This design comes from an exercise in tuning for small area, a short achievable clock period and few clock cycles per item on the open sky130 flow, not from production work.
Where RTL was checked, it was by simulation tests only, not by an equivalence proof against the original.

==> willow <==
// damped_sine_bank_synth
module damped_sine_bank_synth (
    input  logic        aclk,
    input  logic        aresetn,
    input  logic        cfg_we,
    input  logic [3:0]  cfg_wdata,
    input  logic        s_tvalid,
    output logic        s_tready,
    input  logic [63:0] s_tdata,
    input  logic [0:0]  s_tuser,
    output logic        m_tvalid,
    input  logic        m_tready,
    output logic [23:0] m_tdata
);
export LEC_CHECK = 0
export ABC_AREA = 1
export CAP_MARGIN = 80
export CORE_MARGIN = 2
export CORE_UTILIZATION = 50
export SLEW_MARGIN = 80
export SYNTH_MEMORY_MAX_BITS = 32768
create_clock -name core_clock -period 14.0 [get_ports {aclk}]
run.sh (not shown) runs the stock make flow with config.mk's settings and CLKGATE_MAP_FILE= SYNTH_SCRIPT=/design/flow/synth_recipe.tcl, a recipe that flattens the netlist after the stock synthesis.
==> juniper (differences from willow) <==
--- a/flow/design.v
+++ b/flow/design.v
@@ -1984,20 +1984,19 @@
     assign sum_b = {ac_w682, ac_w662, ac_w642, ac_w622, ac_w602, ac_w582, ac_w562, ac_w542, ac_w522, ac_w502, ac_w482, ac_w462, ac_w442, ac_w422, ac_w402, ac_w382, ac_w362, ac_w342, ac_w322, ac_w302, ac_w282, ac_w262, ac_w242, ac_w222, ac_w202, ac_w182, ac_w162, ac_w142, ac_w122, ac_w102, ac_w82, ac_w62, ac_w42, ac_w24, ac_w8};
 endmodule
 module dsbs_bank (
     input  logic        aclk,
     input  logic        advance,      
-    input  logic        advance_next,  
     input  logic        load,         
     input  logic [23:0] load_step,
     input  logic [15:0] load_level,   
     input  logic [15:0] load_decay,   
     output logic [34:0] prod_a,       
     output logic [34:0] prod_b
 );
     logic [23:0] h_phase, h_step;
-    logic [15:0] h_level, h_decay;
+    logic [15:0] h_level, h_decay, h_new_level;
     logic [34:0] h_pa, h_pb;
     logic [23:0] t_phase, t_step;
     logic [15:0] t_level, t_decay;
     logic [8:0]  t_qidx;
     logic        t_neg;
@@ -2006,11 +2005,11 @@
     logic [14:0] m_mag;
     logic        m_neg;
     logic [29:0] m_la, m_lb;
     logic [23:0] phase_n;
     logic [7:0]  r;
-    assign phase_n = load ? 24'd0 : h_phase;
+    assign phase_n = load ? 24'd0 : (advance ? h_phase + h_step : h_phase);
     assign r       = phase_n[21:14];
     always_ff @(posedge aclk) begin
         t_phase <= phase_n;
         t_qidx  <= phase_n[22] ? (9'd256 - {1'b0, r}) : {1'b0, r};
         t_neg   <= phase_n[23];
@@ -2018,11 +2017,11 @@
             t_step  <= load_step;
             t_level <= load_level;
             t_decay <= load_decay;
         end else begin
             t_step  <= h_step;
-            t_level <= h_level;
+            t_level <= advance ? h_new_level : h_level;
             t_decay <= h_decay;
         end
     end
     logic [14:0] mag;
     logic [29:0] la, lb;
@@ -2047,16 +2046,17 @@
         else if (m_level[15]) new_level = m_decay;
         else                  new_level = {1'b0, lv_sum[29:15]};
     end
     dsbs_sine_cs u_scs (.mag(m_mag), .neg(m_neg), .level(m_level), .row_a(pa), .row_b(pb));
     always_ff @(posedge aclk) begin
-        h_phase <= advance_next ? m_phase + m_step : m_phase;
-        h_step  <= m_step;
-        h_level <= advance_next ? new_level : m_level;
-        h_decay <= m_decay;
-        h_pa    <= pa;
-        h_pb    <= pb;
+        h_phase     <= m_phase;
+        h_step      <= m_step;
+        h_level     <= m_level;
+        h_decay     <= m_decay;
+        h_new_level <= new_level;
+        h_pa        <= pa;
+        h_pb        <= pb;
     end
     assign prod_a = advance ? h_pa : 35'd0;
     assign prod_b = advance ? h_pb : 35'd0;
 endmodule
 module damped_sine_bank_synth (
@@ -2192,11 +2192,10 @@
     assign sat_decay = (q_decay[0] > dsbs_pkg::UNITY) ? dsbs_pkg::UNITY : q_decay[0];
     for (genvar j = 0; j < K; j++) begin : g_lane
         dsbs_bank u_lane (
             .aclk       (aclk),
             .advance    (act[j]),
-            .advance_next (act_n[j]),
             .load       (ld_hit[j]),
             .load_step  (q_step[0]),
             .load_level (sat_level),
             .load_decay (sat_decay),
             .prod_a     (rows[(2*j)*35 +: 35]),
==> flow/config.mk (replaced) <==
export PLATFORM = sky130hd
export DESIGN_NAME = damped_sine_bank_synth
export DESIGN_NICKNAME = damped_sine_bank_synth
export VERILOG_FILES = /design/flow/design.v
export SDC_FILE = /design/flow/constraint.sdc
export NUM_CORES = 4
export LEC_CHECK = 0
export ABC_AREA = 1
export CAP_MARGIN = 60
export CORE_MARGIN = 2
export CORE_UTILIZATION = 40
export SLEW_MARGIN = 60
export SYNTH_MEMORY_MAX_BITS = 32768
==> notes.md <==
item                                                              juniper          willow
Result of the run                                          finished clean  finished clean
Worst setup path startpoint                  g_lane[0].u_lane.m_phase[23]           hd[7]
Wire length per cell after detailed routing                      22.29 um        22.72 um
DR vias                                                            132300          134700
Post-route setup slack                                            8845 ps         9280 ps
Synth Register Bits                                                  2245            2165
Crit share post-route                                              36.82%          33.72%
Register Area                                                   46740 um2       45470 um2
DR vias/cell                                                        5.188           5.312
Layout clock buffer count                                             328             320
Final hold slack                                                 224.1 ps        299.9 ps
Testbench counts of willow, summed over its fixed seeds: cycles 7,215, items 2,312.
Testbench counts of juniper, summed over its fixed seeds: cycles 7,215, items 2,312.

---

==> try-maple: inputs <==
Another version of the RTL of damped_sine_bank_synth (not shown whole).
clock: 14.0 ns
lec_check: 0
abc_area: 1
cap_margin: 60
core_margin: 2
core_utilization: 40
slew_margin: 60
synth_memory_max_bits: 32768
==> try-delta (differences from try-maple) <==
--- a/flow/config.mk
+++ b/flow/config.mk
@@ -7,7 +7,7 @@
 export LEC_CHECK = 0
 export ABC_AREA = 1
-export CAP_MARGIN = 60
+export CAP_MARGIN = 20
 export CORE_MARGIN = 2
 export CORE_UTILIZATION = 40
-export SLEW_MARGIN = 60
+export SLEW_MARGIN = 20
 export SYNTH_MEMORY_MAX_BITS = 32768
==> comparison table <==
| metric | try-delta | try-maple |
|---|---|---|
| Run status | finished clean | finished clean |
| Final design utilization | 43.38% | 43.70% |
| Number of antenna violations at the first check in global routing | 31 | 18 |
| Storage cell area | 41170 µm² | 41350 µm² |
| Final std cell area, no fill | 168400 µm² | 169700 µm² |
| Worst slack, placed | 8.431 ns | 8.755 ns |
| All-Layer GR Usage | 25.35% | 25.35% |
| Via-to-Cell Ratio | 5.015 | 5.012 |
| Register share of the cell area | 24.44% | 24.37% |
| First-pass detailed-route iteration total | 7 | 9 |
| Normalized max-slew margin | 19.39% | 55.94% |
| Fraction of layout cells with a size suffix above 1 | 4.144% | 5.203% |
| Clock tree cell share of total cell area | 4.144% | 4.203% |
| Post-route worst hold slack | 0.2628 ns | 0.2215 ns |
| Area occupied by multi-input gates | 92550 µm² | 92800 µm² |
| Number of non-clock buffers in the layout | 382 | 416 |
| Proportion of cell area occupied by multi-input gates | 54.95% | 54.70% |
| Shortest period the worst path allows | 5.778 ns | 5.253 ns |
| Setup Skew | 0.1436 ns | 0.1521 ns |
| Wire length of the first global-routing pass | 762800 µm | 764000 µm |
| Non-filler cells, final | 25247 | 25282 |
No run of this note included a check of the RTL's function; only the layout flow was run.

---

==> inputs of trial 29 <==
damped_sine_bank_synth, a different RTL version from the one above (not shown whole).
// damped_sine_bank_synth
module damped_sine_bank_synth (
    input  logic        aclk,
    input  logic        aresetn,
    input  logic        cfg_we,
    input  logic [3:0]  cfg_wdata,
    input  logic        s_tvalid,
    output logic        s_tready,
    input  logic [63:0] s_tdata,
    input  logic [0:0]  s_tuser,
    output logic        m_tvalid,
    input  logic        m_tready,
    output logic [23:0] m_tdata
);
==> flow/config.mk <==
export PLATFORM = sky130hd
export DESIGN_NAME = damped_sine_bank_synth
export DESIGN_NICKNAME = damped_sine_bank_synth
export VERILOG_FILES = /design/flow/design.v
export SDC_FILE = /design/flow/constraint.sdc
export NUM_CORES = 4
export LEC_CHECK = 0
export ABC_AREA = 1
export CAP_MARGIN = 80
export CORE_MARGIN = 2
export CORE_UTILIZATION = 60
export SLEW_MARGIN = 80
export SYNTH_MEMORY_MAX_BITS = 32768
==> flow/constraint.sdc <==
create_clock -name core_clock -period 14.0 [get_ports {aclk}]
set_input_delay 2.8000 -clock core_clock [delete_from_list [all_inputs] [get_ports {aclk}]]
set_output_delay 2.8000 -clock core_clock [all_outputs]
set_load 0.01 [all_outputs]
==> build 70 (differences from trial 29) <==
--- a/flow/design.v
+++ b/flow/design.v
@@ -270,12 +270,12 @@
     end
 endmodule
 module dsbs_level_cs (
     input  logic [15:0] level,
     input  logic [15:0] decay,
-    output logic [14:0] hi_a,
-    output logic [14:0] hi_b,
+    output logic [19:0] hi_a,
+    output logic [19:0] hi_b,
     output logic        cin
 );
     logic lv_w0, lv_w1, lv_w2, lv_w3, lv_w4, lv_w5, lv_w6, lv_w7;
     logic lv_w8, lv_w9, lv_w10, lv_w11, lv_w12, lv_w13, lv_w14, lv_w15;
     logic lv_w16, lv_w17, lv_w18, lv_w19, lv_w20, lv_w21, lv_w22, lv_w23;
@@ -685,17 +685,17 @@
     assign lv_w360 = lv_w353 ^ lv_w358 ^ lv_w355;
     assign lv_w361 = (lv_w353 & lv_w358) | (lv_w353 & lv_w355) | (lv_w358 & lv_w355);
     assign lv_w362 = (level[13] & decay[14]) ^ (level[14] & decay[13]) ^ lv_w359;
     assign lv_w363 = ((level[13] & decay[14]) & (level[14] & decay[13])) | ((level[13] & decay[14]) & lv_w359) | ((level[14] & decay[13]) & lv_w359);
     logic [29:0] ra, rb;
-    logic [15:0] lo;
+    logic [10:0] lo;
     assign ra = {1'b0, (level[14] & decay[14]), lv_w361, lv_w357, lv_w351, lv_w343, lv_w333, lv_w321, lv_w307, lv_w291, lv_w273, lv_w253, lv_w231, lv_w207, lv_w181, lv_w155, lv_w131, lv_w109, lv_w106, lv_w71, lv_w68, lv_w52, lv_w38, lv_w26, lv_w16, lv_w8, lv_w2, (level[2] & decay[0]), (level[0] & decay[1]), (level[0] & decay[0])};
     assign rb = {1'b0, lv_w363, lv_w362, lv_w360, lv_w356, lv_w350, lv_w342, lv_w332, lv_w320, lv_w306, lv_w290, lv_w272, lv_w252, lv_w230, lv_w206, lv_w180, lv_w154, lv_w130, lv_w108, lv_w88, lv_w70, lv_w54, lv_w40, lv_w28, lv_w18, lv_w10, lv_w4, lv_w0, (level[1] & decay[0]), 1'b0};
-    assign lo = {1'b0, ra[14:0]} + {1'b0, rb[14:0]};
-    assign hi_a = ra[29:15];
-    assign hi_b = rb[29:15];
-    assign cin  = lo[15];
+    assign lo = {1'b0, ra[9:0]} + {1'b0, rb[9:0]};
+    assign hi_a = ra[29:10];
+    assign hi_b = rb[29:10];
+    assign cin  = lo[10];
 endmodule
 module dsbs_sine_cs (
     input  logic [14:0] x,            
     input  logic        neg,
     input  logic [15:0] level,
@@ -2010,11 +2010,11 @@
     logic        t_neg;
     logic [23:0] m_phase, m_step;
     logic [15:0] m_level, m_decay;
     logic [14:0] m_x;              
     logic        m_neg;
-    logic [14:0] m_hi_a, m_hi_b;
+    logic [19:0] m_hi_a, m_hi_b;
     logic        m_cin;
     logic [23:0] phase_n;
     logic [7:0]  r;
     assign phase_n = load ? 24'd0 : h_phase;
     assign r       = phase_n[21:14];
@@ -2031,11 +2031,11 @@
             t_level <= h_level;
             t_decay <= h_decay;
         end
     end
     logic [14:0] mag;
-    logic [14:0] hi_a, hi_b;
+    logic [19:0] hi_a, hi_b;
     logic        cin;
     dsbs_sine_rom u_rom (.qidx(t_qidx), .mag(mag));
     dsbs_level_cs u_lcs (.level(t_level), .decay(t_decay), .hi_a(hi_a), .hi_b(hi_b), .cin(cin));
     always_ff @(posedge aclk) begin
         m_phase <= t_phase;
@@ -2046,18 +2046,18 @@
         m_neg   <= t_neg;
         m_hi_a  <= hi_a;
         m_hi_b  <= hi_b;
         m_cin   <= cin;
     end
-    logic [14:0] lv_sum;
+    logic [19:0] lv_sum;
     logic [15:0] new_level;
     logic [34:0] pa, pb;
-    assign lv_sum = m_hi_a + m_hi_b + 15'(m_cin);
+    assign lv_sum = m_hi_a + m_hi_b + 20'(m_cin);
     always_comb begin
         if (m_decay[15])      new_level = m_level;
         else if (m_level[15]) new_level = m_decay;
-        else                  new_level = {1'b0, lv_sum};
+        else                  new_level = {1'b0, lv_sum[19:5]};
     end
     dsbs_sine_cs u_scs (.x(m_x), .neg(m_neg), .level(m_level), .row_a(pa), .row_b(pb));
     always_ff @(posedge aclk) begin
         h_phase <= advance_next ? m_phase + m_step : m_phase;
         h_step  <= m_step;
==> flow/config.mk (replaced) <==
export PLATFORM = sky130hd
export DESIGN_NAME = damped_sine_bank_synth
export DESIGN_NICKNAME = damped_sine_bank_synth
export VERILOG_FILES = /design/flow/design.v
export SDC_FILE = /design/flow/constraint.sdc
export NUM_CORES = 4
export LEC_CHECK = 0
export ABC_AREA = 1
export CAP_MARGIN = 60
export CORE_MARGIN = 2
export CORE_UTILIZATION = 50
export SLEW_MARGIN = 60
export SYNTH_MEMORY_MAX_BITS = 32768
==> comparison table <==
Status: build 70 no timing/DRC/antenna violations; trial 29 no timing/DRC/antenna violations
Multi-input gates: build 70 13190; trial 29 12840
Hold slack final: build 70 0.2946 ns; trial 29 0.2857 ns
Starting DRC count in detailed routing: build 70 13240; trial 29 14250
Core area: build 70 317500 sq um; trial 29 262700 sq um
Die Height: build 70 568.4 microns; trial 29 518.5 microns
Critical path capture point: build 70 m_tdata[17]; trial 29 m_tdata[18]
Total Routing Usage GR: build 70 33.77%; trial 29 38.81%
Number of instances in the placed design: build 70 24380; trial 29 23840
Worst r2r path cells: build 70 13; trial 29 15
Vias post-DR: build 70 131100; trial 29 132400
Synthesis-to-finish area growth: build 70 8.725%; trial 29 11.33%
Non-filler cells, final: build 70 24820; trial 29 24320
Initial antenna violation count: build 70 32; trial 29 41
Taps Inserted: build 70 4180; trial 29 3515
Via-to-Cell Ratio: build 70 5.283; trial 29 5.443
Met2 Wirelength: build 70 236200 microns; trial 29 226800 microns
Synthesized-area fraction occupied by and/or/nand/nor cells: build 70 21.96%; trial 29 21.17%
Share of the synthesized area in compound gates (AO/OA/AOI/OAI): build 70 5.148%; trial 29 5.159%
Testbench counts of trial 29, summed over its fixed seeds: cycles 7,215, items 2,312.
Testbench counts of build 70, summed over its fixed seeds: cycles 7,215, items 2,312.

## re-timing with driven ports
In the flow no input, the clock included, has a driving cell. The finished layouts below were timed again as built, in two steps. Step 1, drivers: a clkbuf_16 drives aclk and a buf_2 each remaining input, both assumed. Step 2 adds t to the input delays and takes it off the output delays; t is the mean of the earliest and latest rising clock arrival at the registers after step 1. Input paths then give back, and output paths get back, about the clock's delay inside the block. Slacks: no drivers / after step 1 / after step 2; pairs: no drivers / after step 1.
run | t, ns | slack for setup (ns) | slew at the worst register clock pin (ns)
willow | 1.021 | 9.280 / 9.169 / 9.134 | 0.07 / 0.07
juniper | 1.048 | 8.845 / 8.845 / 8.845 | 0.07 / 0.07
try-maple | 1.022 | 8.747 / 8.747 / 8.657 | 0.07 / 0.07
try-delta | 1.010 | 8.222 / 8.222 / 8.222 | 0.07 / 0.07
trial 29 | 0.993 | 9.378 / 9.261 / 8.966 | 0.07 / 0.07
build 70 | 1.003 | 9.262 / 9.154 / 8.891 | 0.08 / 0.08
After both steps every run listed still meets setup and hold. The setup slack of trial 29, which loses most, moves by -0.117 ns with the drivers and by -0.412 ns with both steps.
